What follows belongs to an exercise in optimizing a design on an open flow for small area and a short achievable clock period; a production flow would make more cautious choices.
In this exercise RTL edits were held to simulation tests only and were not proved equivalent to the original.
Power is estimated from default activity; no workload was simulated.

==> design/flow/design.v <==
package regfile_pkg;
  localparam int DEF_XLEN = 32;
  localparam int DEF_NREG = 32;
  localparam int DEF_NRD  = 2;
  localparam int DEF_NWR  = 2;
  function automatic int addr_w(input int n);
    addr_w = (n > 1) ? $clog2(n) : 1;
  endfunction
  typedef logic [DEF_XLEN-1:0] xlen_t;
  typedef logic [addr_w(DEF_NREG)-1:0] reg_addr_t;
endpackage
module regfile_scoreboard
#(
  parameter int NREG     = regfile_pkg::DEF_NREG,
  parameter int NRD      = regfile_pkg::DEF_NRD,
  parameter int NWR      = regfile_pkg::DEF_NWR,
  parameter int ZERO_REG = 1,
  parameter int AW       = regfile_pkg::addr_w(regfile_pkg::DEF_NREG)
) (
  input  logic            clk_i,
  input  logic            rst_n_i,
  input  logic            iss_en_i,
  input  logic [AW-1:0]   iss_addr_i,
  input  logic [NWR-1:0]  wr_en_i,
  input  logic [NWR*AW-1:0] wr_addr_i,
  input  logic [NRD*NREG-1:0] rd_sel_i,
  output logic [NRD-1:0]  rd_busy_o
);
  logic [NREG-1:0] busy, busy_nxt;
  always_comb begin
    busy_nxt = busy;
    for (int w = 0; w < NWR; w++)
      if (wr_en_i[w]) busy_nxt[wr_addr_i[w*AW +: AW]] = 1'b0;
    if (iss_en_i) busy_nxt[iss_addr_i] = 1'b1;
    if (ZERO_REG != 0) busy_nxt[0] = 1'b0;
  end
  always_ff @(posedge clk_i or negedge rst_n_i)
    if (!rst_n_i) busy <= '0;
    else busy <= busy_nxt;
  always_comb
    for (int p = 0; p < NRD; p++) rd_busy_o[p] = |(rd_sel_i[p*NREG +: NREG] & busy_nxt);
endmodule
module regfile_mp
#(
  parameter int XLEN     = regfile_pkg::DEF_XLEN,
  parameter int NREG     = regfile_pkg::DEF_NREG,
  parameter int NRD      = regfile_pkg::DEF_NRD,
  parameter int NWR      = regfile_pkg::DEF_NWR,
  parameter int ZERO_REG = 1,
  localparam int AW      = regfile_pkg::addr_w(NREG)
) (
  input  logic              clk_i,
  input  logic              rst_n_i,
  input  logic [NRD-1:0]    rd_en_i,
  input  logic [NRD*AW-1:0] rd_addr_i,
  output logic [NRD*XLEN-1:0] rd_data_o,
  output logic [NRD-1:0]    rd_busy_o,
  input  logic [NWR-1:0]    wr_en_i,
  input  logic [NWR*AW-1:0] wr_addr_i,
  input  logic [NWR*XLEN-1:0] wr_data_i,
  input  logic              iss_en_i,
  input  logic [AW-1:0]     iss_addr_i
);
  localparam int R0 = (ZERO_REG != 0) ? 1 : 0;
  localparam int NROW = NREG - R0;           
  localparam int NT = NROW + NWR + 1;
  logic [NROW*XLEN-1:0] mem;
  logic [NROW-1:0]      vld;
  logic [NWR*NREG-1:0]  wsel;
  logic [(NWR+1)*NREG-1:0] whit_w;
  assign whit_w[NWR*NREG +: NREG] = '0;
  for (genvar w = 0; w < NWR; w++) begin : g_wsel
    for (genvar r = 0; r < NREG; r++) begin : g_r
      if (r < R0) begin : g_z
        assign wsel[w*NREG + r] = 1'b0;
      end else begin : g_n
        assign wsel[w*NREG + r] = wr_en_i[w] && (wr_addr_i[w*AW +: AW] == AW'(r)) &&
                                  !whit_w[(w+1)*NREG + r];
      end
      assign whit_w[w*NREG + r] = whit_w[(w+1)*NREG + r] | wsel[w*NREG + r];
    end
  end
  for (genvar i = 0; i < NROW; i++) begin : g_row
    localparam int R = R0 + i;
    logic [XLEN-1:0] nxt, q;
    logic            v;
    logic [NWR:0]    sel;
    assign sel[0] = !whit_w[R];
    for (genvar w = 0; w < NWR; w++) begin : g_s
      assign sel[w+1] = wsel[w*NREG + R];
    end
    for (genvar b = 0; b < XLEN; b++) begin : g_b
      logic [NWR:0] dat;
      assign dat[0] = q[b];
      for (genvar w = 0; w < NWR; w++) begin : g_d
        assign dat[w+1] = wr_data_i[w*XLEN + b];
      end
      regfile_ao #(.N(NWR+1)) u_ao (.sel_i(sel), .dat_i(dat), .y_o(nxt[b]));
    end
    always_ff @(posedge clk_i) q <= nxt;
    always_ff @(posedge clk_i or negedge rst_n_i)
      if (!rst_n_i) v <= 1'b0;
      else if (whit_w[R]) v <= 1'b1;
    assign mem[i*XLEN +: XLEN] = q;
    assign vld[i] = v;
  end
  logic [NRD*NREG-1:0] rsel_addr;
  logic [NRD-1:0]      sb_busy;
  logic [NRD*XLEN-1:0] rd_nxt;
  for (genvar p = 0; p < NRD; p++) begin : g_rd
    logic [NT-1:0]   sel;
    logic [NWR:0]    found;
    logic [NWR-1:0]  bsel;
    logic [AW-1:0]   ra;
    logic            en;
    assign ra = rd_addr_i[p*AW +: AW];
    assign en = rd_en_i[p];
    assign found[NWR] = 1'b0;
    for (genvar w = 0; w < NWR; w++) begin : g_b
      assign bsel[w] = wr_en_i[w] && (wr_addr_i[w*AW +: AW] == ra) &&
                       (ZERO_REG == 0 || ra != '0) && !found[w+1];
      assign found[w] = found[w+1] | bsel[w];
      assign sel[NROW + w] = en && bsel[w];
    end
    for (genvar r = 0; r < NREG; r++) begin : g_r
      assign rsel_addr[p*NREG + r] = (ra == AW'(r)) && (r >= R0);
      if (r >= R0) begin : g_s
        assign sel[r - R0] = en && rsel_addr[p*NREG + r] && vld[r - R0] && !whit_w[r];
      end
    end
    assign sel[NT-1] = !en;
    for (genvar b = 0; b < XLEN; b++) begin : g_bit
      logic [NT-1:0] dat;
      for (genvar i = 0; i < NROW; i++) begin : g_m
        assign dat[i] = mem[i*XLEN + b];
      end
      for (genvar w = 0; w < NWR; w++) begin : g_w
        assign dat[NROW + w] = wr_data_i[w*XLEN + b];
      end
      assign dat[NT-1] = rd_data_o[p*XLEN + b];
      regfile_ao #(.N(NT)) u_ao (.sel_i(sel), .dat_i(dat), .y_o(rd_nxt[p*XLEN + b]));
    end
  end
  regfile_scoreboard #(
    .NREG(NREG), .NRD(NRD), .NWR(NWR), .ZERO_REG(ZERO_REG), .AW(AW)
  ) u_sb (
    .clk_i(clk_i),
    .rst_n_i(rst_n_i),
    .iss_en_i(iss_en_i),
    .iss_addr_i(iss_addr_i),
    .wr_en_i(wr_en_i),
    .wr_addr_i(wr_addr_i),
    .rd_sel_i(rsel_addr),
    .rd_busy_o(sb_busy)
  );
  always_ff @(posedge clk_i or negedge rst_n_i)
    if (!rst_n_i) begin
      rd_data_o <= '0;
      rd_busy_o <= '0;
    end else begin
      rd_data_o <= rd_nxt;
      for (int p = 0; p < NRD; p++)
        if (rd_en_i[p]) rd_busy_o[p] <= sb_busy[p];
    end
endmodule
module regfile_ao #(
  parameter int N = 3
) (
  input  logic [N-1:0] sel_i,
  input  logic [N-1:0] dat_i,
  output logic         y_o
);
  localparam int NG = (N + 2) / 3;
  logic [NG-1:0] g_n;
  for (genvar g = 0; g < NG; g++) begin : g_grp
    localparam int K = (N - 3*g >= 3) ? 3 : N - 3*g;
    regfile_aoi #(.K(K)) u_aoi (.sel_i(sel_i[3*g +: K]), .dat_i(dat_i[3*g +: K]), .y_no(g_n[g]));
  end
  if (NG == 1) begin : g_one
    assign y_o = !g_n[0];
  end else begin : g_many
    localparam int NP = (NG + 1) / 2;
    localparam int NQ = (NP + 2) / 3;
    logic [NP-1:0] pr;
    logic [NQ-1:0] qn;
    for (genvar i = 0; i < NP; i++) begin : g_p
      localparam int KP = (NG - 2*i >= 2) ? 2 : 1;
      regfile_nand #(.N(KP)) u_p (.a_i(g_n[2*i +: KP]), .y_o(pr[i]));
    end
    for (genvar i = 0; i < NQ; i++) begin : g_q
      localparam int KQ = (NP - 3*i >= 3) ? 3 : NP - 3*i;
      regfile_nor #(.N(KQ)) u_q (.a_i(pr[3*i +: KQ]), .y_o(qn[i]));
    end
    regfile_nand #(.N(NQ)) u_r (.a_i(qn), .y_o(y_o));
  end
endmodule
module regfile_nor #(
  parameter int N = 2
) (
  input  logic [N-1:0] a_i,
  output logic         y_o
);
  assign y_o = !(|a_i);
endmodule
module regfile_aoi #(
  parameter int K = 3
) (
  input  logic [K-1:0] sel_i,
  input  logic [K-1:0] dat_i,
  output logic         y_no
);
  assign y_no = !(|(sel_i & dat_i));
endmodule
module regfile_nand #(
  parameter int N = 2
) (
  input  logic [N-1:0] a_i,
  output logic         y_o
);
  assign y_o = !(&a_i);
endmodule
==> design/flow/flow/run.sh <==
#!/bin/bash
# Standard ORFS layout (the standard.sh, unchanged synthesis) with two changes:
#  - ports are buffered with buf_2 instead of the default delay buffer;
#  - CTS clusters up to 20 sinks (100 um across) per leaf buffer and inserts no dummy loads.
set -euo pipefail
export BUFFER_PORTS_ARGS="-buffer_cell sky130_fd_sc_hd__buf_2"
export CTS_ARGS="-sink_clustering_enable -repair_clock_nets -sink_clustering_size 20 -sink_clustering_max_diameter 100 -dont_use_dummy_load"
bash standard.sh > orfs_make.log 2>&1
==> design/flow/standard.sh <==
#!/bin/bash
# synth_recipe.tcl (not shown) runs the flow's synth.tcl, then flattens the netlist and writes it again
# the make line also repeats each setting of config.mk as NAME=value (left out here)
make -C /OpenROAD-flow-scripts/flow DESIGN_CONFIG=/design/flow/config.mk WORK_HOME=/design/flow/orfs CLKGATE_MAP_FILE= SYNTH_SCRIPT=/design/flow/synth_recipe.tcl "${@:-finish}"
==> design/flow/config.mk <==
export PLATFORM = sky130hd
export DESIGN_NAME = regfile_mp
export DESIGN_NICKNAME = regfile_mp
export VERILOG_FILES = /design/flow/design.v
export SDC_FILE = /design/flow/constraint.sdc
export NUM_CORES = 4
export LEC_CHECK = 0
export CAP_MARGIN = 20
export CELL_PAD_IN_SITES_DETAIL_PLACEMENT = 1
export CELL_PAD_IN_SITES_GLOBAL_PLACEMENT = 2
export CORE_MARGIN = 2
export CORE_UTILIZATION = 30
export PLACE_DENSITY = 0.4
export SETUP_SLACK_MARGIN = 3.85
export SLEW_MARGIN = 20
export SYNTH_HIERARCHICAL = 1
export SYNTH_MINIMUM_KEEP_SIZE = 0
export TNS_END_PERCENT = 10
==> design/flow/constraint.sdc <==
create_clock -name core_clock -period 7.5 [get_ports {clk_i}]
set_input_delay 1.5000 -clock core_clock [delete_from_list [all_inputs] [get_ports {clk_i}]]
set_output_delay 1.5000 -clock core_clock [all_outputs]
set_load 0.01 [all_outputs]
==> flow_summary.rst, run 1 <==
.. list-table::
   :header-rows: 1

   * - Metric
     - Value
   * - Startpoint of the worst register-to-register path
     - g_row[15].v$_DFFE_PN0N_
   * - Static leakage power
     - between 30 and 40 nW
   * - Post-route cell area
     - ~64000 um2
   * - Remaining antenna violation count
     - 0
   * - Worst-skew pair later-pin latency
     - approximately 750 ps
   * - Critical path, cell by cell
     - buf_16, nor4bb_2, buf_4, a22oi_2, buf_12, nand2_8, nor3_4, buf_12, a222oi_1, nand2_1, nor3_4, nand2_1
   * - DR vias
     - between 50000 and 60000
   * - Setup-failing EPs final
     - 0
   * - Cells after synthesis
     - 5333
   * - Final setup TNS
     - 0 ps
   * - Startpoint kind of the worst setup timing path
     - input port
   * - Min-delay src
     - g_row[27].v$_DFFE_PN0N_
   * - Category of the worst setup path capture point
     - flip-flop
   * - Worst reg2reg setup slack
     - about 4800 ps
   * - RSZ-0062 raised after global routing
     - true
   * - Maximum clock frequency
     - around 0.25 GHz
   * - Via/cell ratio
     - 7.25
   * - Starting density of the core
     - 0.302
   * - Power density over the cells
     - approximately 260 nW/um2
   * - Area of the die
     - about 180000 um2
   * - Detailed Route Iter0 Violations
     - 14700
   * - Share of final-layout standard cells stronger than drive strength 1
     - 0.185
   * - Total congestion overflow
     - 0
   * - Num Clock Sinks
     - about 1100
   * - Min cycle time layout
     - 3950 ps
   * - Global placer's final weighted congestion
     - approximately 0.96
   * - Hold violation count in the final report
     - 0
   * - Final slew viol count
     - 0
   * - Clock transition at path regs
     - around 90 ps
   * - Cell at the slowest stage of the critical path
     - sky130_fd_sc_hd__a222oi_1
   * - Crit-path max cell delay
     - roughly 790 ps
   * - Maximum number of pins on one net before global-route repair
     - 84
   * - Worst hold path endpoint
     - g_row[27].v$_DFFE_PN0N_
   * - Worst-case clock skew
     - about 77 ps
   * - Number of optimization iterations in the first detailed-route pass
     - 12
   * - Global-route usage over all layers
     - 0.367
   * - Synthesized netlist net count
     - 5440
   * - Detailed-placement wirelength estimate
     - around 210000 um
   * - Cell area after synthesis
     - approximately 53000 um2
   * - Area after detailed placement
     - between 50000 and 60000 um2
   * - Master cell of the clock root buffer
     - sky130_fd_sc_hd__clkbuf_16
   * - Chip width
     - about 420 um
   * - IO Port Bufs
     - between 150 and 200
   * - Transition at the pin with the smallest max-transition slack
     - between 1000 and 1500 ps
   * - Max FO, Critical Path
     - 10
   * - Fillers
     - slightly below 20000
   * - TritonCTS buffer count
     - 70
   * - Average wire per standard cell
     - between 40 and 50 um
   * - Residual DRC
     - 0
   * - Final-layout worst hold slack
     - 493 ps
   * - Number of H-tree levels
     - 3
   * - Run status
     - no timing/DRC/antenna violations
   * - IO Pins
     - ~160
   * - Antenna violations before repair
     - 15
   * - Kind of critical path
     - input port to flip-flop
   * - CTS tree
     - done
   * - Nets
     - between 5000 and 6000
   * - Synth warnings
     - 8
   * - Tcrit/Tclk final
     - 0.527
   * - Die Ht
     - 423 um
   * - Arrival time of the worst setup path
     - about 4500 ps
   * - Data required, critical path
     - 8070 ps
   * - Clock Tree Buf Depth
     - 3
   * - Synth-to-layout area growth
     - 22.4%
   * - Wirelength, routed
     - approximately 350000 um
   * - Reg-to-reg critical path endpoint
     - rd_data_o[12]$_DFF_PN0_
   * - Worst hold stages
     - 1
   * - Maximum ir drop on the vdd rail
     - 144 uV
   * - Cell Rows
     - 153
   * - Rel. slew slack
     - 0.127
   * - Placeable core region
     - ~170000 um2
   * - Vias in the first global route
     - 55400
   * - First-pass GRT wire length
     - roughly 470000 um
   * - R2R depth
     - 7
   * - Type of the tightest min-delay check
     - flip-flop to flip-flop
   * - Max-cap violation count
     - 0
   * - Avg Inst Size Synth
     - roughly 9.9 um2
worst max-delay path by stage:
stage	start	end	slack [ps]	cells after the start
floorplan	wr_addr_i[2]	rd_data_o[32]$_DFF_PN0_	3440	10
global placement	wr_addr_i[1]	rd_data_o[16]$_DFF_PN0_	1560	12
detailed placement	wr_addr_i[1]	rd_data_o[51]$_DFF_PN0_	1450	12
CTS	iss_addr_i[0]	rd_busy_o[0]$_DFFE_PN0P_	3800	12
global route	wr_addr_i[4]	rd_data_o[51]$_DFF_PN0_	3690	12
finish	wr_addr_i[4]	rd_data_o[12]$_DFF_PN0_	3550	12
flip-flops by register name (all words and copies together) (netlist names):
name / count
u_sb.busy: 31
g_row.q: 992
rd_busy_o: 2
g_row.v: 31
rd_data_o: 64
metal layers:
metal / vias up / global-route usage / wire (um)
li1: 23600 / - / -
met1: 31100 / 0.520 / 147000
met2: 4110 / 0.545 / 151000
met3: 633 / 0.0901 / 42600
met4: 6 / 0.114 / 13300
met5: - / 0 / 47
area by class of cell:
cell class / count / area [um2] / area share
multi-input combinational: 3089 / 27200 / 0.422
sequential: 1120 / 23100 / 0.359
timing repair buffer: 569 / 5550 / 0.0864
inverter: 1028 / 3870 / 0.0601
tap: 2325 / 2910 / 0.0452
clock buffer: 70 / 1750 / 0.0272
antenna: 2 / 5.00 / 0.0000778
critical path: cells and delay by family:
| kind | cells | cell delay [ps] |
|---|---|---|
| AOI/OAI and AO/OA | 2 | 890 |
| buffers and inverters | 4 | 660 |
| and+or+nand+nor | 6 | 1420 |
what timing repair did:
action                     in CTS  in global routing
hold buffers                    0                  0
setup endpoints to repair     466                 87
pin swaps                      80                 81
gates resized for setup       286                197
hold endpoints to repair        0                  0
setup buffers                  61                 91
gates cloned                    8                 22
report_power, final:
group          internal [W]  switching [W]
clock               0.00167        0.00232
sequential          0.00750        0.00142
combinational       0.00168        0.00196
total                0.0108        0.00571
cell usage in the layout, fill, tap and decap left out, types with 96 or more instances in the layout:
cell type                  instances
sky130_fd_sc_hd__a222oi_1       1698
sky130_fd_sc_hd__buf_2           139
sky130_fd_sc_hd__buf_4           271
sky130_fd_sc_hd__dfrtp_1         128
sky130_fd_sc_hd__dfxtp_1         992
sky130_fd_sc_hd__inv_1          1020
sky130_fd_sc_hd__nand2_1         589
sky130_fd_sc_hd__nor3_2           97
sky130_fd_sc_hd__nor3_4           96
per-stage QoR:
stage / setup WS, ps / util / std cells / total power [W]
4_1_cts: 3800 / 0.358 / 8088 / 0.0164
6_report: 3550 / 0.370 / 8203 / 0.0166
2_1_floorplan: 3440 / - / 5333 / 0.0108
5_1_grt: 3690 / 0.370 / 8202 / 0.0173
3_5_place_dp: 1450 / 0.337 / 7949 / 0.0123
3_3_place_gp: 1560 / 0.337 / 7948 / 0.0122
==> inputs of run 2 (changes only) <==
--- a/design/flow/config.mk
+++ b/design/flow/config.mk
@@ -6,12 +6,12 @@
 export NUM_CORES = 4
 export LEC_CHECK = 0
-export CAP_MARGIN = 20
+export CAP_MARGIN = 10
 export CELL_PAD_IN_SITES_DETAIL_PLACEMENT = 1
 export CELL_PAD_IN_SITES_GLOBAL_PLACEMENT = 2
 export CORE_MARGIN = 2
-export CORE_UTILIZATION = 30
-export PLACE_DENSITY = 0.4
+export CORE_UTILIZATION = 25
+export PLACE_DENSITY = 0.35
 export SETUP_SLACK_MARGIN = 3.85
-export SLEW_MARGIN = 20
+export SLEW_MARGIN = 10
 export SYNTH_HIERARCHICAL = 1
 export SYNTH_MINIMUM_KEEP_SIZE = 0
==> run 2 against run 1 <==
Against the previous run: still clean; combinational power rose by 2%; non-clock buffer count rose by 130; first-iteration DRC count fell by 1.6%; cell count rose by 7.6%; clock power rose by 7.0%; final area rose by 3.1%; core utilization fell by 5.3 points; highest routed layer unchanged.
==> flow_summary.rst, run 2 <==
.. list-table::
   :header-rows: 1

   * - Metric
     - Value
   * - Num Clock Sinks
     - 1120 (unchanged)
   * - Number of H-tree levels
     - 3 (unchanged)
   * - Startpoint kind of the worst setup timing path
     - input port
   * - Maximum clock frequency
     - 0.255 GHz (+0.77%)
   * - Kind of critical path
     - input port to flip-flop
   * - Area occupied by multi-input gates
     - 27300 um2 (+0.41%)
   * - Tcrit/Tclk final
     - 0.523 (-0.00401)
   * - Worst slack at placement
     - 1850 ps (+401 ps)
   * - Cell area after synthesis
     - 52600 um2 (unchanged)
   * - Remaining antenna violation count
     - 0 (unchanged)
   * - Total placed cells including tap cells
     - 8472 (+6.6%)
   * - Wirelength, routed
     - 389000 um (+10%)
   * - Worst-skew pair later-pin latency
     - 770 ps (+20 ps)
   * - Share of final-layout standard cells stronger than drive strength 1
     - 0.206 (+0.0204)
   * - Final slew viol count
     - 0 (unchanged)
   * - Type of the tightest min-delay check
     - flip-flop to flip-flop
   * - Post-route cell area
     - 66300 um2 (+3.1%)
   * - Master cell of the clock root buffer
     - sky130_fd_sc_hd__clkbuf_16
   * - CTS tree
     - done
   * - Cells after synthesis
     - 5333 (unchanged)
   * - Max-cap violation count
     - 0 (unchanged)
   * - Max FO, Critical Path
     - 8 (-2)
   * - IO Pins
     - 162 (unchanged)
   * - Overall power after layout
     - 0.0169 W (+1.8%)
   * - Rel. slew slack
     - 0.231 (+0.103)
   * - Chip width
     - 462 um (+9.5%)
   * - Maximum number of pins on one net before global-route repair
     - 49 (-42%)
   * - Met2 Routed Length
     - 170000 um (+13%)
   * - Global placer's final weighted congestion
     - 0.922 (-3.8%)
   * - Leading cell type in the layout, fill and taps excluded
     - sky130_fd_sc_hd__a222oi_1
   * - Nets
     - 6122 (+2.3%)
   * - DR vias
     - 60000 (+0.94%)
   * - Transition at the pin with the smallest max-transition slack
     - 1150 ps (-142 ps)
   * - Category of the worst setup path capture point
     - flip-flop
   * - Clock transition at path regs
     - 100 ps (about the same)
   * - Detailed Route Iter0 Violations
     - 14400 (-1.6%)
   * - Length of routed met3 wiring
     - 39500 um (-7.1%)
   * - Worst-case clock skew
     - 63.9 ps (-12.7 ps)
   * - Top Layer Used
     - met5
   * - TritonCTS buffer count
     - 77 (+10%)
   * - Hold_buf cts
     - 0 (unchanged)
   * - Area after detailed placement
     - 59600 um2 (+1.7%)
   * - Final Worst Setup Slack
     - 3580 ps (+30.1 ps)
   * - Cell Rows
     - 168 (+9.8%)
   * - Residual DRC
     - 0 (unchanged)
   * - Clock Tree Buf Depth
     - 3 (unchanged)
   * - Min cycle time layout
     - 3920 ps (-30.1 ps)
   * - Synth-to-layout area growth
     - 26.2%
   * - Flip-flop count of the largest register, all copies and words added
     - 992 (unchanged)
   * - Die Ht
     - 462 um (+9.5%)
   * - Largest registers in the final layout
     - g_row.q (992), rd_data_o (64)
   * - Hold violation count in the final report
     - 0 (unchanged)
   * - RSZ-0062 raised after global routing
     - true
   * - Average wire per standard cell
     - 44.1 um (+2.3%)
   * - Setup-failing EPs final
     - 0 (unchanged)
   * - Register with the most flip-flops
     - g_row.q
   * - Power density over the cells
     - 254 nW/um2 (-1.2%)
   * - Starting density of the core
     - 0.251 (-0.0510)
   * - Global-route usage over all layers
     - 0.338 (-0.0288)
   * - Final std cells w/o fill
     - 8824 (+7.6%)
   * - Run status
     - no timing/DRC/antenna violations
   * - Final setup TNS
     - 0 ps (unchanged)
   * - Placeable core region
     - 209000 um2 (+20%)
   * - Via/cell ratio
     - 6.80 (-6.2%)
   * - Area of the die
     - 214000 um2 (+20%)
   * - Arrival time of the worst setup path
     - 4550 ps (+30 ps)
   * - Vias in the first global route
     - 56100 (+1.4%)
   * - Synthesized netlist net count
     - 5440 (unchanged)
   * - Avg Inst Size Synth
     - 9.85 um2 (unchanged)
   * - IO Port Bufs
     - 161 (unchanged)
   * - Synth warnings
     - 8 (unchanged)
   * - Detailed-placement wirelength estimate
     - 233000 um (+9.0%)
   * - Total congestion overflow
     - 0 (unchanged)
   * - First-pass GRT wire length
     - 510000 um (+8.5%)
   * - Fillers
     - 23500 (+22%)
   * - Metal-1 WL
     - 165000 um (+12%)
   * - Static leakage power
     - 31.1 nW (+2.8%)
   * - Maximum ir drop on the vdd rail
     - 185 uV (+28%)
   * - Data required, critical path
     - 8130 ps (+60 ps)
   * - Footprint of the flip-flops and latches
     - 23100 um2 (unchanged)
   * - Antenna violations before repair
     - 27 (+12)
   * - Commonest non-fill, non-tap cells in the layout
     - sky130_fd_sc_hd__a222oi_1, sky130_fd_sc_hd__inv_1, sky130_fd_sc_hd__dfxtp_1
   * - Number of optimization iterations in the first detailed-route pass
     - 13 (+1)
==> run 2: what timing repair did <==
item	in CTS	in global routing
pin swaps	81	110
buffers inserted	116	122
endpoints found under the hold margin	0	0
resized for setup	261	171
endpoints found under the setup margin	544	226
gates cloned	12	19
==> run 2: area by class of cell <==
class / count / area share
multi-input cells: 3089 / 0.411
flip-flops and latches: 1120 / 0.348
repair buffers: 699 / 0.100
inverters: 1028 / 0.0588
well taps: 2805 / 0.0529
clock buffers: 77 / 0.0291
diodes: 6 / 0.000226
==> run 2: routing by layer <==
metal / up-vias / global-route usage
li1: 23900 / -
met1: 32000 / 0.468
met2: 3598 / 0.521
met3: 552 / 0.0740
met4: 8 / 0.109
met5: - / 0
==> run 2: stage by stage <==
stage | hold slack (ps) | utilization
2_1_floorplan | 435 | -
3_3_place_gp | 450 | 0.285
3_5_place_dp | 452 | 0.285
4_1_cts | 466 | 0.306
5_1_grt | 488 | 0.317
6_report | 466 | 0.317
==> run 2: worst paths after layout <==
check	start	slack, ps	end	cells after the start
worst max-delay path	wr_addr_i[3]	3580	rd_data_o[56]$_DFF_PN0_	13
worst min-delay path	g_row[13].v$_DFFE_PN0N_	470	g_row[13].v$_DFFE_PN0N_	1
worst max register to register	g_row[17].v$_DFFE_PN0N_	4640	rd_data_o[56]$_DFF_PN0_	8
worst min register to register	g_row[13].v$_DFFE_PN0N_	470	g_row[13].v$_DFFE_PN0N_	1
max in group asynchronous	rst_n_i	5380	rd_data_o[4]$_DFF_PN0_	2
min in group asynchronous	rst_n_i	740	g_row[11].v$_DFFE_PN0N_	1
==> run 2: critical path, stage by stage <==
cell and delay [ps]:
sky130_fd_sc_hd__buf_16 120, sky130_fd_sc_hd__nor4bb_4 270, sky130_fd_sc_hd__buf_4 190, sky130_fd_sc_hd__a22oi_2 90, sky130_fd_sc_hd__buf_12 160, sky130_fd_sc_hd__nand2_8 50
sky130_fd_sc_hd__nor3_4 50, sky130_fd_sc_hd__buf_12 160, sky130_fd_sc_hd__buf_6 110, sky130_fd_sc_hd__a222oi_1 790, sky130_fd_sc_hd__nand2_1 250, sky130_fd_sc_hd__nor3_4 650
sky130_fd_sc_hd__nand2_1 120
==> run 2: report_power, final <==
group / internal [W] / switching [W]
Sequential: 0.00750 / 0.00136
Clock: 0.00182 / 0.00245
Combinational: 0.00173 / 0.00200
==> inputs of run 3 (changes only) <==
==> design/flow/flow/run.sh (replaced) <==
#!/bin/bash
# Standard ORFS layout (the standard.sh, unchanged synthesis) with three changes:
#  - ports are buffered with buf_2 instead of the default delay buffer;
#  - CTS clusters up to 20 sinks (100 um across) per leaf buffer and inserts no dummy loads;
#  - timing repair may resize a cell to any drive strength (MATCH_CELL_FOOTPRINT=0), not
#    only to cells of the same width.
set -euo pipefail
export BUFFER_PORTS_ARGS="-buffer_cell sky130_fd_sc_hd__buf_2"
export CTS_ARGS="-sink_clustering_enable -repair_clock_nets -sink_clustering_size 20 -sink_clustering_max_diameter 100 -dont_use_dummy_load"
bash standard.sh MATCH_CELL_FOOTPRINT=0 finish > orfs_make.log 2>&1
--- a/design/flow/config.mk
+++ b/design/flow/config.mk
@@ -6,12 +6,12 @@
 export NUM_CORES = 4
 export LEC_CHECK = 0
-export CAP_MARGIN = 10
+export CAP_MARGIN = 20
 export CELL_PAD_IN_SITES_DETAIL_PLACEMENT = 1
 export CELL_PAD_IN_SITES_GLOBAL_PLACEMENT = 2
 export CORE_MARGIN = 2
-export CORE_UTILIZATION = 25
-export PLACE_DENSITY = 0.35
+export CORE_UTILIZATION = 30
+export PLACE_DENSITY = 0.4
 export SETUP_SLACK_MARGIN = 3.85
-export SLEW_MARGIN = 10
+export SLEW_MARGIN = 20
 export SYNTH_HIERARCHICAL = 1
 export SYNTH_MINIMUM_KEEP_SIZE = 0
==> run 3 against run 2 <==
Against the previous run: synthesized cell count is the same; routed wire length decreased by 10%; sequential share of layout area rose by 1.5 points; sequential power about the same; highest routed layer unchanged.
==> flow_summary.rst, run 3 <==
.. list-table::
   :header-rows: 1

   * - Metric
     - Value
   * - TritonCTS buffer count
     - 70 (-9.1%)
   * - Cell area after synthesis
     - 52600 um2 (unchanged)
   * - Clock Tree Buf Depth
     - 3 (unchanged)
   * - Share of final-layout standard cells stronger than drive strength 1
     - 0.179 (-0.0268)
   * - Via/cell ratio
     - 7.22 (+6.1%)
   * - Commonest non-fill, non-tap cells in the layout
     - sky130_fd_sc_hd__a222oi_1, sky130_fd_sc_hd__inv_1, sky130_fd_sc_hd__dfxtp_1
   * - Starting density of the core
     - 0.302 (+0.0510)
   * - Area of the die
     - 179000 um2 (-17%)
   * - Max FO, Critical Path
     - 7 (-1)
   * - Clock transition at path regs
     - 90 ps (about the same)
   * - Global placer's final weighted congestion
     - 0.964 (+4.6%)
   * - Avg Inst Size Synth
     - 9.85 um2 (unchanged)
   * - Fillers
     - 19400 (-18%)
   * - Num Clock Sinks
     - 1120 (unchanged)
   * - Worst-case clock skew
     - 53.0 ps (-10.9 ps)
   * - Number of optimization iterations in the first detailed-route pass
     - 15 (+2)
   * - Global-route usage over all layers
     - 0.371 (+0.0328)
   * - RSZ-0062 raised after global routing
     - true
   * - Wirelength, routed
     - 350000 um (-10%)
   * - Largest registers in the final layout
     - g_row.q (992), rd_data_o (64)
   * - Type of the tightest min-delay check
     - flip-flop to flip-flop
   * - Category of the worst setup path capture point
     - flip-flop
   * - Vias in the first global route
     - 55800 (-0.48%)
   * - Flip-flop count of the largest register, all copies and words added
     - 992 (unchanged)
   * - Average wire per standard cell
     - 42.7 um (-3.2%)
   * - Static leakage power
     - 30.1 nW (-3.5%)
   * - Cells after synthesis
     - 5333 (unchanged)
   * - IO Port Bufs
     - 161 (unchanged)
   * - Number of H-tree levels
     - 3 (unchanged)
   * - Chip width
     - 423 um (-8.6%)
   * - Register with the most flip-flops
     - g_row.q
   * - Maximum clock frequency
     - 0.252 GHz (-1.3%)
   * - Die Ht
     - 423 um (-8.6%)
   * - Antenna violations before repair
     - 21 (-22%)
   * - DR vias
     - 59300 (-1.3%)
   * - Overall power after layout
     - 0.0164 W (-2.8%)
   * - Rel. slew slack
     - 0.186 (-0.0448)
   * - Tcrit/Tclk final
     - 0.530 (+0.00712)
   * - Synth warnings
     - 8 (unchanged)
   * - IO Pins
     - 162 (unchanged)
   * - Final setup TNS
     - 0 ps (unchanged)
   * - Cell Rows
     - 153 (-8.9%)
   * - Maximum ir drop on the vdd rail
     - 146 uV (-21%)
   * - Detailed Route Iter0 Violations
     - 14200 (-1.5%)
   * - Remaining antenna violation count
     - 0 (unchanged)
   * - CTS tree
     - done
   * - Synth-to-layout area growth
     - 21.1%
   * - Transition at the pin with the smallest max-transition slack
     - 1220 ps (+68.1 ps)
   * - Run status
     - no timing/DRC/antenna violations
   * - Worst hold stages
     - 1 (unchanged)
   * - Max-cap violation count
     - 0 (unchanged)
   * - Final slew viol count
     - 0 (unchanged)
   * - Residual DRC
     - 0 (unchanged)
   * - Worst-skew pair later-pin latency
     - 730 ps (-40 ps)
   * - Total congestion overflow
     - 0 (unchanged)
   * - R2R depth
     - 8 (unchanged)
   * - Hold violation count in the final report
     - 0 (unchanged)
   * - Setup-failing EPs final
     - 0 (unchanged)
   * - Nets
     - 5983 (-2.3%)
   * - Detailed-placement wirelength estimate
     - 213000 um (-8.8%)
   * - Data required, critical path
     - 8070 ps (-60 ps)
   * - Startpoint kind of the worst setup timing path
     - input port
   * - Kind of critical path
     - input port to flip-flop
   * - Power density over the cells
     - 258 nW/um2 (+1.3%)
   * - Synthesized netlist net count
     - 5440 (unchanged)
   * - Master cell of the clock root buffer
     - sky130_fd_sc_hd__clkbuf_16
   * - Maximum number of pins on one net before global-route repair
     - 86 (+76%)
   * - Footprint of the flip-flops and latches
     - 23100 um2 (unchanged)
   * - Placeable core region
     - 174000 um2 (-17%)
   * - Area occupied by multi-input gates
     - 26900 um2 (-1.3%)
   * - Leading cell type in the layout, fill and taps excluded
     - sky130_fd_sc_hd__a222oi_1
   * - Min cycle time layout
     - 3970 ps (+53.4 ps)
   * - First-pass GRT wire length
     - 473000 um (-7.3%)
   * - Arrival time of the worst setup path
     - 4550 ps (about the same)
   * - Hold_buf cts
     - 0 (unchanged)
[run 3: per-stage QoR]
| step | setup WS, ps | instance area, um2 | instances | hold slack, ps | utilization |
|---|---|---|---|---|---|
| finish | 3530 | 63700 | 8209 | 471 | 0.366 |
| global placement | 1860 | 58800 | 7965 | 448 | 0.338 |
| global route | 3540 | 63600 | 8202 | 489 | 0.366 |
| CTS | 3570 | 62600 | 8145 | 471 | 0.360 |
| detailed placement | 1830 | 58800 | 7967 | 452 | 0.338 |
| floorplan | 3440 | 53400 | 5333 | 435 | - |
[run 3: what timing repair did]
item	in CTS	in global routing
endpoints found under the setup margin	466	135
buffers inserted	96	45
pin swaps	73	50
gates cloned	12	8
resized for setup	233	81
[run 3: path summary, 6_finish.rpt]
check	slack, ps	end	startpoint
min in group asynchronous	900	g_row[8].v$_DFFE_PN0N_	rst_n_i
setup reg to reg	4640	rd_data_o[18]$_DFF_PN0_	g_row[15].v$_DFFE_PN0N_
max in group asynchronous	5070	rd_data_o[2]$_DFF_PN0_	rst_n_i
hold reg to reg	470	g_row[26].v$_DFFE_PN0N_	g_row[26].v$_DFFE_PN0N_
hold / removal	470	g_row[26].v$_DFFE_PN0N_	g_row[26].v$_DFFE_PN0N_
setup / recovery	3530	rd_data_o[18]$_DFF_PN0_	wr_addr_i[4]
[run 3: routing by layer]
layer  track usage  vias to the layer above  share of wire
li1              -                    23600              -
met1         0.504                    30900           0.41
met2         0.564                     3959           0.43
met3        0.0839                      753           0.11
met4         0.155                       13          0.047
met5       0.00323                        -        0.00038
[run 3: layout make-up]
cell class | count | area share
inverter | 1028 | 0.0608
antenna | 10 | 0.000393
clock buffer | 70 | 0.0275
sequential | 1120 | 0.362
tap | 2325 | 0.0457
multi-input combinational | 3088 | 0.423
timing repair buffer | 568 | 0.0806
[run 3: worst max-delay path, stage by stage]
cell and delay (ps):
sky130_fd_sc_hd__buf_16 110, sky130_fd_sc_hd__nor4bb_4 270, sky130_fd_sc_hd__buf_4 190, sky130_fd_sc_hd__buf_4 130, sky130_fd_sc_hd__a22oi_4 60, sky130_fd_sc_hd__buf_12 130
sky130_fd_sc_hd__nand2_8 70, sky130_fd_sc_hd__nor3_4 70, sky130_fd_sc_hd__buf_12 190, sky130_fd_sc_hd__a222oi_1 700, sky130_fd_sc_hd__nand2_1 380, sky130_fd_sc_hd__nor3_4 620
sky130_fd_sc_hd__nand2_1 110
[run 3: report_power, final]
group	internal (W)	switching [W]
Sequential	0.00750	0.00133
Clock	0.00167	0.00233
Combinational	0.00165	0.00191
Total	0.0108	0.00557
==> inputs of run 4 (changes only) <==
--- a/design/flow/config.mk
+++ b/design/flow/config.mk
@@ -6,5 +6,5 @@
 export NUM_CORES = 4
 export LEC_CHECK = 0
-export CAP_MARGIN = 20
+export CAP_MARGIN = 10
 export CELL_PAD_IN_SITES_DETAIL_PLACEMENT = 1
 export CELL_PAD_IN_SITES_GLOBAL_PLACEMENT = 2
@@ -13,5 +13,5 @@
 export PLACE_DENSITY = 0.4
 export SETUP_SLACK_MARGIN = 3.85
-export SLEW_MARGIN = 20
+export SLEW_MARGIN = 10
 export SYNTH_HIERARCHICAL = 1
 export SYNTH_MINIMUM_KEEP_SIZE = 0
==> run 4 against run 3 <==
Against the previous run: still clean; register-to-register slack hardly changed; sequential share of layout area grew 0.073 points; cell count is essentially flat; worst hold slack gained 4.6 ps; fmax is 3.1% lower; core utilization fell by 0.073 points; flip-flop and latch count did not move; synthesized cell count stayed put; critical path type unchanged; critical endpoint is now rd_data_o[48]$_DFF_PN0_.
==> flow_summary.rst, run 4 <==
.. list-table::
   :header-rows: 1

   * - Metric
     - Value
   * - Synth warnings
     - 8 (unchanged)
   * - Reg-to-reg critical path endpoint
     - rd_data_o[17]$_DFF_PN0_
   * - Avg Inst Size Synth
     - 9.85 um2 (unchanged)
   * - Relative contribution of sequential cells to total power
     - 0.539 (about the same)
   * - Power density over the cells
     - 258 nW/um2 (+0.17%)
   * - Final setup TNS
     - 0 ps (unchanged)
   * - CTS tree
     - done
   * - Worst hold path endpoint
     - g_row[25].v$_DFFE_PN0N_
   * - Metal-1 WL
     - 142000 um (-0.71%)
   * - Final-layout worst hold slack
     - 476 ps (+4.58 ps)
   * - Hold_buf cts
     - 0 (unchanged)
   * - Proportion of power drawn by combinational gates
     - 0.217 (about the same)
   * - Area after detailed placement
     - 58800 um2 (about the same)
   * - Critical path, cell by cell
     - buf_16, nor4bb_4, buf_4, buf_6, buf_12, a22oi_4, buf_12, nand2_8, nor4_4, buf_12, buf_8, buf_12, a222oi_1, nand2_1, nor3_4, nand2_1
   * - Area of the die
     - 179000 um2 (unchanged)
   * - Cell-internal power
     - 0.0108 W (about the same)
   * - Total congestion overflow
     - 0 (unchanged)
   * - Nets
     - 5983 (unchanged)
   * - Crit-path max cell delay
     - 620 ps (-80 ps)
   * - Max FO, Critical Path
     - 7 (unchanged)
   * - Num Clock Sinks
     - 1120 (unchanged)
   * - Setup-failing EPs final
     - 0 (unchanged)
   * - Overall power after layout
     - 0.0164 W (about the same)
   * - Maximum clock frequency
     - 0.244 GHz (-3.1%)
   * - Number of H-tree levels
     - 3 (unchanged)
   * - RSZ-0062 raised after global routing
     - true
   * - Type of the tightest min-delay check
     - flip-flop to flip-flop
   * - Via/cell ratio
     - 7.22 (about the same)
   * - Maximum number of pins on one net before global-route repair
     - 86 (unchanged)
   * - Post-route cell area
     - 63500 um2 (-0.20%)
   * - Chip width
     - 423 um (unchanged)
   * - Detailed Route Iter0 Violations
     - 14400 (+0.98%)
   * - Starting density of the core
     - 0.302 (unchanged)
   * - R2R depth
     - 8 (unchanged)
   * - Fillers
     - 19400 (+0.36%)
   * - Die Ht
     - 423 um (unchanged)
   * - Kind of critical path
     - input port to flip-flop
   * - Worst reg2reg setup slack
     - 4640 ps (about the same)
   * - Arrival time of the worst setup path
     - 4670 ps (+120 ps)
   * - Length of routed met3 wiring
     - 39400 um (+2.2%)
   * - Startpoint kind of the worst setup timing path
     - input port
   * - IO Port Bufs
     - 161 (unchanged)
   * - Hold violation count in the final report
     - 0 (unchanged)
   * - Max-cap violation count
     - 0 (unchanged)
   * - Number of optimization iterations in the first detailed-route pass
     - 13 (-2)
   * - Global-route usage over all layers
     - 0.372 (+0.00114)
   * - Clock transition at path regs
     - 90 ps (about the same)
   * - Critical Path Most Common Cell
     - sky130_fd_sc_hd__buf_12
   * - Cell area after synthesis
     - 52600 um2 (unchanged)
   * - Largest registers in the final layout
     - g_row.q (992), rd_data_o (64)
   * - Cell at the slowest stage of the critical path
     - sky130_fd_sc_hd__a222oi_1
   * - Leading cell type in the layout, fill and taps excluded
     - sky130_fd_sc_hd__a222oi_1
   * - Master cell of the clock root buffer
     - sky130_fd_sc_hd__clkbuf_16
   * - Met2 Routed Length
     - 153000 um (+0.41%)
   * - Category of the worst setup path capture point
     - flip-flop
   * - Run status
     - no timing/DRC/antenna violations
   * - Placeable core region
     - 174000 um2 (unchanged)
   * - Synthesized netlist net count
     - 5440 (unchanged)
   * - Residual DRC
     - 0 (unchanged)
   * - DR vias
     - 59300 (-0.040%)
   * - Global placer's final weighted congestion
     - 0.964 (unchanged)
   * - Worst-skew pair later-pin latency
     - 720 ps (about the same)
   * - TritonCTS buffer count
     - 70 (unchanged)
   * - Maximum ir drop on the vdd rail
     - 163 uV (+12%)
   * - Vias in the first global route
     - 55900 (+0.19%)
   * - Data required, critical path
     - 8070 ps (about the same)
   * - Rel. slew slack
     - 0.157 (-0.0295)
   * - Tcrit/Tclk final
     - 0.547 (+0.0171)
   * - Commonest non-fill, non-tap cells in the layout
     - sky130_fd_sc_hd__a222oi_1, sky130_fd_sc_hd__inv_1, sky130_fd_sc_hd__dfxtp_1
   * - Cells after synthesis
     - 5333 (unchanged)
   * - Synth-to-layout area growth
     - 20.9%
   * - Wirelength, routed
     - 350000 um (about the same)
   * - Worst-case clock skew
     - 73.7 ps (+20.7 ps)
   * - Min-delay src
     - g_row[25].v$_DFFE_PN0N_
   * - Transition at the pin with the smallest max-transition slack
     - 1260 ps (+45.8 ps)
   * - Clock Tree Buf Depth
     - 3 (unchanged)
   * - CP Launch Point
     - wr_addr_i[2]
   * - Net Switching
     - 0.00557 W (about the same)
   * - Top Layer Used
     - met5
   * - Detailed-placement wirelength estimate
     - 212000 um (about the same)
   * - Flip-flop count of the largest register, all copies and words added
     - 992 (unchanged)
   * - Area occupied by multi-input gates
     - 26900 um2 (about the same)
   * - Static leakage power
     - 30.0 nW (-0.19%)
   * - Register with the most flip-flops
     - g_row.q
   * - Fraction of power spent switching nets
     - 0.340 (about the same)
   * - Remaining antenna violation count
     - 0 (unchanged)
   * - Worst hold stages
     - 1 (unchanged)
   * - Power share of the clock group
     - 0.244 (about the same)
   * - First-pass GRT wire length
     - 474000 um (+0.26%)
   * - Share of final-layout standard cells stronger than drive strength 1
     - 0.179 (about the same)
   * - Average wire per standard cell
     - 42.7 um (about the same)
   * - Min cycle time layout
     - 4100 ps (+128 ps)
   * - Antenna violations before repair
     - 23 (+9.5%)
   * - Final slew viol count
     - 0 (unchanged)
   * - Footprint of the flip-flops and latches
     - 23100 um2 (unchanged)
   * - Startpoint of the worst register-to-register path
     - g_row[15].v$_DFFE_PN0N_
   * - IO Pins
     - 162 (unchanged)
   * - Cell Rows
     - 153 (unchanged)
## run 4: how the worst max path moves through the flow
stage                                         end  slack (ps)  cells past startpoint
after floorplan           rd_data_o[32]$_DFF_PN0_        3440                     10
after global placement    rd_data_o[53]$_DFF_PN0_        1860                     11
after detailed placement  rd_data_o[53]$_DFF_PN0_        1840                     11
after CTS                  g_row[1].q[15]$_DFF_P_        3660                      9
after global routing      rd_data_o[21]$_DFF_PN0_        3520                     13
final                     rd_data_o[48]$_DFF_PN0_        3400                     16
## run 4: cell type report
| cell class | count | share of cell area |
|---|---|---|
| multi-input cells | 3089 | 0.423 |
| flip-flops and latches | 1120 | 0.363 |
| repair buffers | 567 | 0.0788 |
| inverters | 1028 | 0.0609 |
| well taps | 2325 | 0.0458 |
| clock buffers | 70 | 0.0276 |
| diodes | 11 | 0.000433 |
## run 4: layer usage
metal  up-vias  global-route usage
li1      23600                   -
met1     30900               0.499
met2      3976               0.572
met3       708              0.0906
met4        14               0.149
met5         -             0.00323
## run 4: critical path: cells and delay by family
family	cells	cell delay, ps
simple gates	6	1390
buf+inv	8	1060
compound gates	2	670
## run 4: repair_timing
| action | in CTS | in global routing |
|---|---|---|
| setup buffers | 123 | 26 |
| gates cloned | 11 | 4 |
| endpoints found under the setup margin | 624 | 222 |
| gates resized for setup | 283 | 20 |
| pin swaps | 92 | 26 |
## run 4: through the flow
step | cells | util | setup WS (ps)
detailed placement | 7965 | 0.338 | 1840
finish | 8210 | 0.365 | 3400
floorplan | 5333 | - | 3440
CTS | 8169 | 0.362 | 3660
global route | 8201 | 0.365 | 3520
global placement | 7965 | 0.338 | 1860
## run 4: power groups by stage
stage | Combinational, W | Sequential, W | Clock, W
2_1_floorplan | 0.00233 | 0.00842 | 0
3_3_place_gp | 0.00326 | 0.00885 | 0
3_5_place_dp | 0.00337 | 0.00888 | 0
4_1_cts | 0.00348 | 0.00876 | 0.00410
5_1_grt | 0.00386 | 0.00898 | 0.00426
6_report | 0.00356 | 0.00883 | 0.00400
==> inputs of run 5 (changes only) <==
--- a/design/flow/design.v
+++ b/design/flow/design.v
@@ -105,4 +105,14 @@
     assign vld[i] = v;
   end
+  logic [NREG-1:0] rd_whit;
+  for (genvar r = 0; r < NREG; r++) begin : g_rdw
+    logic [NWR-1:0] dec;
+    for (genvar w = 0; w < NWR; w++) begin : g_w
+      regfile_dec #(.R(r), .AW(AW)) u_dec (
+        .en_i(wr_en_i[w]), .a_i(wr_addr_i[w*AW +: AW]), .y_o(dec[w])
+      );
+    end
+    assign rd_whit[r] = |dec;
+  end
   logic [NRD*NREG-1:0] rsel_addr;
   logic [NRD-1:0]      sb_busy;
@@ -126,5 +136,5 @@
       assign rsel_addr[p*NREG + r] = (ra == AW'(r)) && (r >= R0);
       if (r >= R0) begin : g_s
-        assign sel[r - R0] = en && rsel_addr[p*NREG + r] && vld[r - R0] && !whit_w[r];
+        assign sel[r - R0] = en && rsel_addr[p*NREG + r] && vld[r - R0] && !rd_whit[r];
       end
     end
@@ -220,2 +230,12 @@
   assign y_o = !(&a_i);
 endmodule
+module regfile_dec #(
+  parameter int R  = 1,
+  parameter int AW = 5
+) (
+  input  logic          en_i,
+  input  logic [AW-1:0] a_i,
+  output logic          y_o
+);
+  assign y_o = en_i && (a_i == AW'(R));
+endmodule
--- a/design/flow/config.mk
+++ b/design/flow/config.mk
@@ -6,5 +6,5 @@
 export NUM_CORES = 4
 export LEC_CHECK = 0
-export CAP_MARGIN = 10
+export CAP_MARGIN = 20
 export CELL_PAD_IN_SITES_DETAIL_PLACEMENT = 1
 export CELL_PAD_IN_SITES_GLOBAL_PLACEMENT = 2
@@ -13,5 +13,5 @@
 export PLACE_DENSITY = 0.4
 export SETUP_SLACK_MARGIN = 3.85
-export SLEW_MARGIN = 10
+export SLEW_MARGIN = 20
 export SYNTH_HIERARCHICAL = 1
 export SYNTH_MINIMUM_KEEP_SIZE = 0
==> run 5 against run 4 <==
Against the previous run: via count increased by 0.63%; area after synthesis increased by 1.0%; sequential power about the same; cell count increased by 0.50%; largest cell class unchanged.
==> flow_summary.rst, run 5 <==
.. list-table::
   :header-rows: 1

   * - Metric
     - Value
   * - DR vias
     - 59600 (+0.63%)
   * - Metal-1 WL
     - 143000 um (+0.23%)
   * - Length of routed met3 wiring
     - 38100 um (-3.5%)
   * - Vias in the first global route
     - 56600 (+1.2%)
   * - Kind of critical path
     - input port to flip-flop
   * - Num Clock Sinks
     - 1120 (unchanged)
   * - Placeable core region
     - 176000 um2 (+1.1%)
   * - Cell Rows
     - 154 (+0.65%)
   * - Maximum clock frequency
     - 0.270 GHz (+11%)
   * - Final slew viol count
     - 0 (unchanged)
   * - Starting density of the core
     - 0.302 (about the same)
   * - Detailed-placement wirelength estimate
     - 208000 um (-2.2%)
   * - Synth warnings
     - 8 (unchanged)
   * - TritonCTS buffer count
     - 70 (unchanged)
   * - Maximum number of pins on one net before global-route repair
     - 52 (-40%)
   * - Hold violation count in the final report
     - 0 (unchanged)
   * - Power share of the clock group
     - 0.242 (-0.002)
   * - Proportion of power drawn by combinational gates
     - 0.217 (about the same)
   * - Final setup TNS
     - 0 ps (unchanged)
   * - Critical Path Most Common Cell
     - sky130_fd_sc_hd__nand2_1
   * - Average wire per standard cell
     - 41.8 um (-2.1%)
   * - Fillers
     - 19800 (+1.7%)
   * - Chip width
     - 425 um (+0.51%)
   * - Rel. slew slack
     - 0.222 (+0.0656)
   * - Cells after synthesis
     - 5466 (+2.5%)
   * - Total congestion overflow
     - 0 (unchanged)
   * - Max-cap violation count
     - 0 (unchanged)
   * - Startpoint kind of the worst setup timing path
     - input port
   * - IO Pins
     - 162 (unchanged)
   * - Worst-skew pair later-pin latency
     - 750 ps (+30 ps)
   * - Cell-internal power
     - 0.0108 W (-0.23%)
   * - Worst-case clock skew
     - 69.0 ps (-4.71 ps)
   * - Top Layer Used
     - met5
   * - Synth-to-layout area growth
     - 18.8%
   * - Maximum ir drop on the vdd rail
     - 181 uV (+11%)
   * - Fraction of power spent switching nets
     - 0.341 (+0.00145)
   * - Residual DRC
     - 0 (unchanged)
   * - Final Worst Setup Slack
     - 3800 ps (+397 ps)
   * - Min cycle time layout
     - 3700 ps (-397 ps)
   * - Max FO, Critical Path
     - 26 (+19)
   * - Buffers and inverters on the worst path
     - 4 (-4)
   * - Overall power after layout
     - 0.0164 W (about the same)
   * - Global-route usage over all layers
     - 0.365 (-0.00775)
   * - Relative contribution of sequential cells to total power
     - 0.541 (+0.002)
   * - First-pass GRT wire length
     - 469000 um (-1.1%)
   * - Via/cell ratio
     - 7.23 (+0.13%)
   * - Antenna violations before repair
     - 25 (+8.7%)
   * - Setup-failing EPs final
     - 0 (unchanged)
   * - Hold_buf cts
     - 0 (unchanged)
   * - Flip-flop count of the largest register, all copies and words added
     - 992 (unchanged)
   * - Wirelength, routed
     - 345000 um (-1.6%)
   * - IO Port Bufs
     - 161 (unchanged)
   * - Number of optimization iterations in the first detailed-route pass
     - 15 (+2)
   * - Register with the most flip-flops
     - g_row.q
   * - Cell area after synthesis
     - 53100 um2 (+1.0%)
   * - Remaining antenna violation count
     - 0 (unchanged)
   * - Crit-path max cell delay
     - 500 ps (-120 ps)
   * - Avg Inst Size Synth
     - 9.71 um2 (-1.4%)
   * - Leading cell type in the layout, fill and taps excluded
     - sky130_fd_sc_hd__a222oi_1
   * - Arrival time of the worst setup path
     - 4280 ps (-390 ps)
   * - Synthesized netlist net count
     - 5573 (+2.4%)
   * - Largest registers in the final layout
     - g_row.q (992), rd_data_o (64)
   * - Global placer's final weighted congestion
     - 0.888 (-7.9%)
   * - CP delay by family, top
     - simple AND/OR/NAND/NOR gates
   * - CTS tree
     - done
   * - Area of the die
     - 180000 um2 (+1.0%)
   * - Detailed Route Iter0 Violations
     - 15000 (+4.5%)
   * - Type of the tightest min-delay check
     - flip-flop to flip-flop
   * - Run status
     - no timing/DRC/antenna violations
   * - Transition at the pin with the smallest max-transition slack
     - 1140 ps (-126 ps)
   * - Met2 Routed Length
     - 150000 um (-1.9%)
   * - Share of final-layout standard cells stronger than drive strength 1
     - 0.166 (-0.0128)
   * - Net Switching
     - 0.00560 W (+0.41%)
   * - Power density over the cells
     - 260 nW/um2 (+0.69%)
   * - Clock transition at path regs
     - 90 ps (about the same)
   * - Static leakage power
     - 29.0 nW (-3.3%)
   * - Critical path, cell by cell
     - clkbuf_4, buf_12, nand4bb_1, nor3_2, nor2_1, nand2_1, nor3_4, buf_4, buf_6, a222oi_1, nand2_1, nor3_4, nand2_1
   * - RSZ-0062 raised after global routing
     - true
   * - Die Ht
     - 425 um (+0.51%)
   * - Commonest non-fill, non-tap cells in the layout
     - sky130_fd_sc_hd__a222oi_1, sky130_fd_sc_hd__inv_1, sky130_fd_sc_hd__dfxtp_1
   * - Data required, critical path
     - 8080 ps (about the same)
   * - Tcrit/Tclk final
     - 0.494 (-0.0530)
   * - Number of H-tree levels
     - 3 (unchanged)
   * - Clock Tree Buf Depth
     - 3 (unchanged)
   * - Cell at the slowest stage of the critical path
     - sky130_fd_sc_hd__nor3_4
   * - Master cell of the clock root buffer
     - sky130_fd_sc_hd__clkbuf_16
   * - Category of the worst setup path capture point
     - flip-flop
   * - Worst slack at placement
     - 2340 ps (+497 ps)
   * - Nets
     - 6013 (+0.50%)
run 5: power groups by stage:
| stage | Combinational (W) | Sequential [W] | Clock, W |
|---|---|---|---|
| global placement | 0.00329 | 0.00888 | 0 |
| global route | 0.00386 | 0.00901 | 0.00427 |
| CTS | 0.00345 | 0.00879 | 0.00407 |
| detailed placement | 0.00340 | 0.00891 | 0 |
| floorplan | 0.00228 | 0.00842 | 0 |
| finish | 0.00356 | 0.00886 | 0.00397 |
run 5: worst register-to-register path, cell delays in order (launching register included):
cell                       delay (ps)
sky130_fd_sc_hd__dfrtp_1          400
sky130_fd_sc_hd__nand2_1          170
sky130_fd_sc_hd__nor3_4            50
sky130_fd_sc_hd__buf_4            290
sky130_fd_sc_hd__a222oi_1         800
sky130_fd_sc_hd__nand2_1          250
sky130_fd_sc_hd__nor3_4           390
sky130_fd_sc_hd__nand2_1          110
run 5: path summary, 6_finish.rpt:
path,end,slack [ps],from,depth (start not counted)
min reg2reg,g_row[6].v$_DFFE_PN0N_,470,g_row[6].v$_DFFE_PN0N_,1
min,g_row[6].v$_DFFE_PN0N_,470,g_row[6].v$_DFFE_PN0N_,1
min in group asynchronous,rd_data_o[17]$_DFF_PN0_,830,rst_n_i,1
max in group asynchronous,u_sb.busy[28]$_DFF_PN0_,5270,rst_n_i,2
max reg2reg,rd_data_o[4]$_DFF_PN0_,4940,g_row[12].v$_DFFE_PN0N_,7
max,rd_data_o[22]$_DFF_PN0_,3800,wr_addr_i[6],13
run 5: repair_timing:
item | in CTS | in global routing
endpoints found under the setup margin | 1059 | 600
buffers inserted | 15 | 44
gates cloned | 1 | 2
pin swaps | 27 | 50
resized for setup | 130 | 150
run 5: layout make-up:
cell class / count / area, um2 / share of cell area
multi-input combinational: 3238 / 28000 / 0.444
sequential: 1120 / 23100 / 0.366
inverter: 1023 / 3850 / 0.0610
timing repair buffer: 453 / 3450 / 0.0547
tap: 2340 / 2930 / 0.0464
clock buffer: 70 / 1750 / 0.0278
antenna: 7 / 17.5 / 0.000278
run 5: per-stage QoR:
step	instances	instance area [um2]	util	hold WS (ps)
floorplan	5466	53700	-	439
global placement	8111	59600	0.339	454
detailed placement	8112	59600	0.339	456
CTS	8198	62100	0.353	475
global route	8245	63100	0.358	488
finish	8251	63100	0.359	471
run 5: per-layer routing:
| layer | up-vias | GRT usage |
|---|---|---|
| met5 | - | 0 |
| met4 | 4 | 0.135 |
| met3 | 711 | 0.0858 |
| met2 | 3824 | 0.557 |
| met1 | 31100 | 0.497 |
| li1 | 24000 | - |
==> inputs of run 6 (changes only) <==
--- a/design/flow/design.v
+++ b/design/flow/design.v
@@ -191,5 +191,5 @@
   end else begin : g_many
     localparam int NP = (NG + 1) / 2;
-    localparam int NQ = (NP + 2) / 3;
+    localparam int NQ = (NP + 1) / 2;
     logic [NP-1:0] pr;
     logic [NQ-1:0] qn;
@@ -199,6 +199,6 @@
     end
     for (genvar i = 0; i < NQ; i++) begin : g_q
-      localparam int KQ = (NP - 3*i >= 3) ? 3 : NP - 3*i;
-      regfile_nor #(.N(KQ)) u_q (.a_i(pr[3*i +: KQ]), .y_o(qn[i]));
+      localparam int KQ = (NP - 2*i >= 2) ? 2 : 1;
+      regfile_nor #(.N(KQ)) u_q (.a_i(pr[2*i +: KQ]), .y_o(qn[i]));
     end
     regfile_nand #(.N(NQ)) u_r (.a_i(qn), .y_o(y_o));
==> run 6 against run 5 <==
Against the previous run: final area decreased by 0.17%; flip-flop and latch count stayed put; highest routed layer unchanged; cell count up 0.72%; fmax decreased by 4.3%; routed wire length up 2.8%; critical path depth is 3 lower; sequential share of layout area rose by 0.061 points; worst hold slack better by 2.7 ps; core utilization is 0.33 points higher; clock power increased by 1%.
==> flow_summary.rst, run 6 <==
.. list-table::
   :header-rows: 1

   * - Metric
     - Value
   * - Run status
     - no timing/DRC/antenna violations
   * - Register with the most flip-flops
     - g_row.q
   * - Overall power after layout
     - 0.0163 W (-0.34%)
   * - Hold violation count in the final report
     - 0 (unchanged)
   * - Category of the worst setup path capture point
     - flip-flop
   * - Maximum ir drop on the vdd rail
     - 187 uV (+2.9%)
   * - CTS tree
     - done
   * - Tcrit/Tclk final
     - 0.516 (+0.0220)
   * - Number of optimization iterations in the first detailed-route pass
     - 14 (-1)
   * - Via/cell ratio
     - 7.27 (+0.57%)
   * - Critical path, cell by cell
     - buf_2, buf_12, and2b_1, nand3_4, nor2_4, buf_4, nor2_4, buf_4, a222oi_1, inv_1
   * - Net Switching
     - 0.00555 W (-0.82%)
   * - Die Ht
     - 423 um (-0.45%)
   * - Nets
     - 6093 (+1.3%)
   * - Data required, critical path
     - 8120 ps (+40 ps)
   * - Detailed-placement wirelength estimate
     - 207000 um (-0.50%)
   * - TritonCTS buffer count
     - 70 (unchanged)
   * - Power share of the clock group
     - 0.245 (+0.003)
   * - Clock transition at path regs
     - 90 ps (about the same)
   * - Clock Tree Buf Depth
     - 3 (unchanged)
   * - Proportion of power drawn by combinational gates
     - 0.217 (about the same)
   * - Master cell of the clock root buffer
     - sky130_fd_sc_hd__clkbuf_16
   * - Relative contribution of sequential cells to total power
     - 0.537 (-0.004)
   * - Cell-internal power
     - 0.0108 W (about the same)
   * - Kind of critical path
     - input port to flip-flop
   * - Residual DRC
     - 0 (unchanged)
   * - IO Pins
     - 162 (unchanged)
   * - Startpoint kind of the worst setup timing path
     - input port
   * - Final std cells w/o fill
     - 8310 (+0.72%)
   * - Setup-failing EPs final
     - 0 (unchanged)
   * - First-pass GRT wire length
     - 482000 um (+2.7%)
   * - Vias in the first global route
     - 57800 (+2.1%)
   * - Largest registers in the final layout
     - g_row.q (992), rd_data_o (64)
   * - Final slew viol count
     - 0 (unchanged)
   * - Flip-flop count of the largest register, all copies and words added
     - 992 (unchanged)
   * - Max FO, Critical Path
     - 43 (+65%)
   * - RSZ-0062 raised after global routing
     - true
   * - Fillers
     - 19600 (-1.1%)
   * - Crit-path max cell delay
     - 590 ps (+90 ps)
   * - Synth-to-layout area growth
     - 19.7%
   * - Total congestion overflow
     - 0 (unchanged)
   * - DR vias
     - 60400 (+1.3%)
   * - Type of the tightest min-delay check
     - flip-flop to flip-flop
   * - Global-route usage over all layers
     - 0.378 (+0.0134)
   * - Global placer's final weighted congestion
     - 0.868 (-2.3%)
   * - Cell Rows
     - 153 (-0.65%)
   * - Number of H-tree levels
     - 3 (unchanged)
   * - Cell area after synthesis
     - 52600 um2 (-0.90%)
   * - Starting density of the core
     - 0.302 (+0.000548)
   * - Fraction of power spent switching nets
     - 0.340 (-0.00165)
   * - Min cycle time layout
     - 3870 ps (+165 ps)
   * - Detailed Route Iter0 Violations
     - 15000 (-0.36%)
   * - IO Port Bufs
     - 161 (unchanged)
   * - Placeable core region
     - 174000 um2 (-1.1%)
   * - Rel. slew slack
     - 0.152 (-0.0700)
   * - Worst-skew pair later-pin latency
     - 740 ps (about the same)
   * - Transition at the pin with the smallest max-transition slack
     - 1270 ps (+134 ps)
   * - Static leakage power
     - 28.9 nW (-0.36%)
   * - Wirelength, routed
     - 354000 um (+2.8%)
   * - Antenna violations before repair
     - 11 (-56%)
   * - Synthesized netlist net count
     - 5637 (+1.1%)
   * - Remaining antenna violation count
     - 0 (unchanged)
   * - Hold_buf cts
     - 0 (unchanged)
   * - Avg Inst Size Synth
     - 9.51 um2 (-2.1%)
   * - Cell at the slowest stage of the critical path
     - sky130_fd_sc_hd__buf_4
   * - Cells after synthesis
     - 5530 (+1.2%)
   * - Leading cell type in the layout, fill and taps excluded
     - sky130_fd_sc_hd__a222oi_1
   * - Arrival time of the worst setup path
     - 4490 ps (+210 ps)
   * - Maximum number of pins on one net before global-route repair
     - 95 (+83%)
   * - Worst-case clock skew
     - 82.0 ps (+13.0 ps)
   * - Maximum clock frequency
     - 0.258 GHz (-4.3%)
   * - Max-cap violation count
     - 0 (unchanged)
   * - Final setup TNS
     - 0 ps (unchanged)
   * - Chip width
     - 423 um (-0.45%)
   * - Average wire per standard cell
     - 42.6 um (+2.0%)
   * - Share of final-layout standard cells stronger than drive strength 1
     - 0.161 (-0.00506)
   * - Synth warnings
     - 8 (unchanged)
   * - Commonest non-fill, non-tap cells in the layout
     - sky130_fd_sc_hd__a222oi_1, sky130_fd_sc_hd__inv_1, sky130_fd_sc_hd__dfxtp_1
   * - Num Clock Sinks
     - 1120 (unchanged)
   * - Total placed cells including tap cells
     - 8155 (+0.53%)
   * - Power density over the cells
     - 259 nW/um2 (-0.17%)
   * - Area of the die
     - 179000 um2 (-0.89%)
## run 6: worst max-delay path, delay by kind of cell
kind	cells	cell delay (ps)
and+or+nand+nor	4	1110
buffers and inverters	5	1370
AOI/OAI and AO/OA	1	390
## run 6: final cells by class
class / count / area, um2 / share of cell area
multi-input combinational: 3309 / 27800 / 0.442
sequential: 1120 / 23100 / 0.366
inverter: 1023 / 3860 / 0.0613
timing repair buffer: 462 / 3570 / 0.0566
tap: 2325 / 2910 / 0.0462
clock buffer: 70 / 1750 / 0.0278
antenna: 1 / 2.50 / 0.0000397
## run 6: repair_timing
| action | CTS | global route |
|---|---|---|
| buffers inserted | 36 | 40 |
| gates cloned | 7 | 1 |
| gates resized for setup | 183 | 203 |
| pin swaps | 30 | 53 |
| setup endpoints to repair | 1035 | 776 |
## run 6: path summary, 6_finish.rpt
kind                                         startpoint                       to  slack [ps]  depth (start not counted)
worst min-delay path            g_row[18].v$_DFFE_PN0N_  g_row[18].v$_DFFE_PN0N_         470                          1
worst min register to register  g_row[18].v$_DFFE_PN0N_  g_row[18].v$_DFFE_PN0N_         470                          1
worst max register to register   g_row[2].v$_DFFE_PN0N_  rd_data_o[47]$_DFF_PN0_        5110                          7
max in group asynchronous                       rst_n_i  u_sb.busy[15]$_DFF_PN0_        5580                          2
worst max-delay path                       wr_addr_i[5]   g_row[5].q[15]$_DFF_P_        3630                         10
min in group asynchronous                       rst_n_i  rd_data_o[59]$_DFF_PN0_         710                          1
## run 6: power groups by stage
stage | Sequential [W] | Combinational [W] | Clock, W
after floorplan | 0.00842 | 0.00225 | 0
after global placement | 0.00879 | 0.00327 | 0
after detailed placement | 0.00883 | 0.00338 | 0
after CTS | 0.00871 | 0.00344 | 0.00409
after global routing | 0.00893 | 0.00385 | 0.00428
final | 0.00877 | 0.00355 | 0.00401
## run 6: layer usage
metal / GRT usage / vias up / share of wire
met3: 0.0938 / 695 / 0.12
met5: 0 / - / 0.000045
met1: 0.500 / 31500 / 0.40
met4: 0.193 / 2 / 0.057
li1: - / 24200 / -
met2: 0.568 / 4029 / 0.43
## run 6: through the flow
stage                util  instance area (um2)  hold WS, ps  setup slack [ps]
CTS                 0.356                61900          475              3680
global route        0.362                63000          490              3630
floorplan               -                53300          439              3570
global placement    0.340                59100          454              2430
finish              0.362                63000          473              3630
detailed placement  0.340                59200          456              2330

[static timing again, ports no longer ideal]
The results above use ideal ports. As a check the final layouts listed here were re-extracted and re-timed, cells and wires unchanged. Step 1, drivers: a clkbuf_16 drives clk_i and a buf_2 each remaining input, both assumed. Step 2, shift: input delay + t, output delay - t, t = (earliest + latest rising clock arrival at the registers) / 2. This alone moves slack from input paths to output paths. a / b / c = ideal ports / drivers / drivers and shift; a / b = the first two.
run	shift t [ns]	setup WS [ns]	latest minus earliest clock arrival (ns)
run 1	0.800	3.551 / 3.461 / 2.660	0.077 / 0.077
run 2	0.834	3.581 / 3.545 / 2.711	0.065 / 0.065
run 3	0.804	3.527 / 3.444 / 2.640	0.062 / 0.062
run 4	0.777	3.399 / 3.366 / 2.588	0.076 / 0.077
run 5	0.785	3.796 / 3.787 / 3.002	0.105 / 0.106
run 6	0.793	3.631 / 3.704 / 2.911	0.083 / 0.083
After both steps every run listed still meets setup and hold. The setup slack of run 1, which loses most, moves by -0.090 ns with the drivers and by -0.891 ns with both steps.
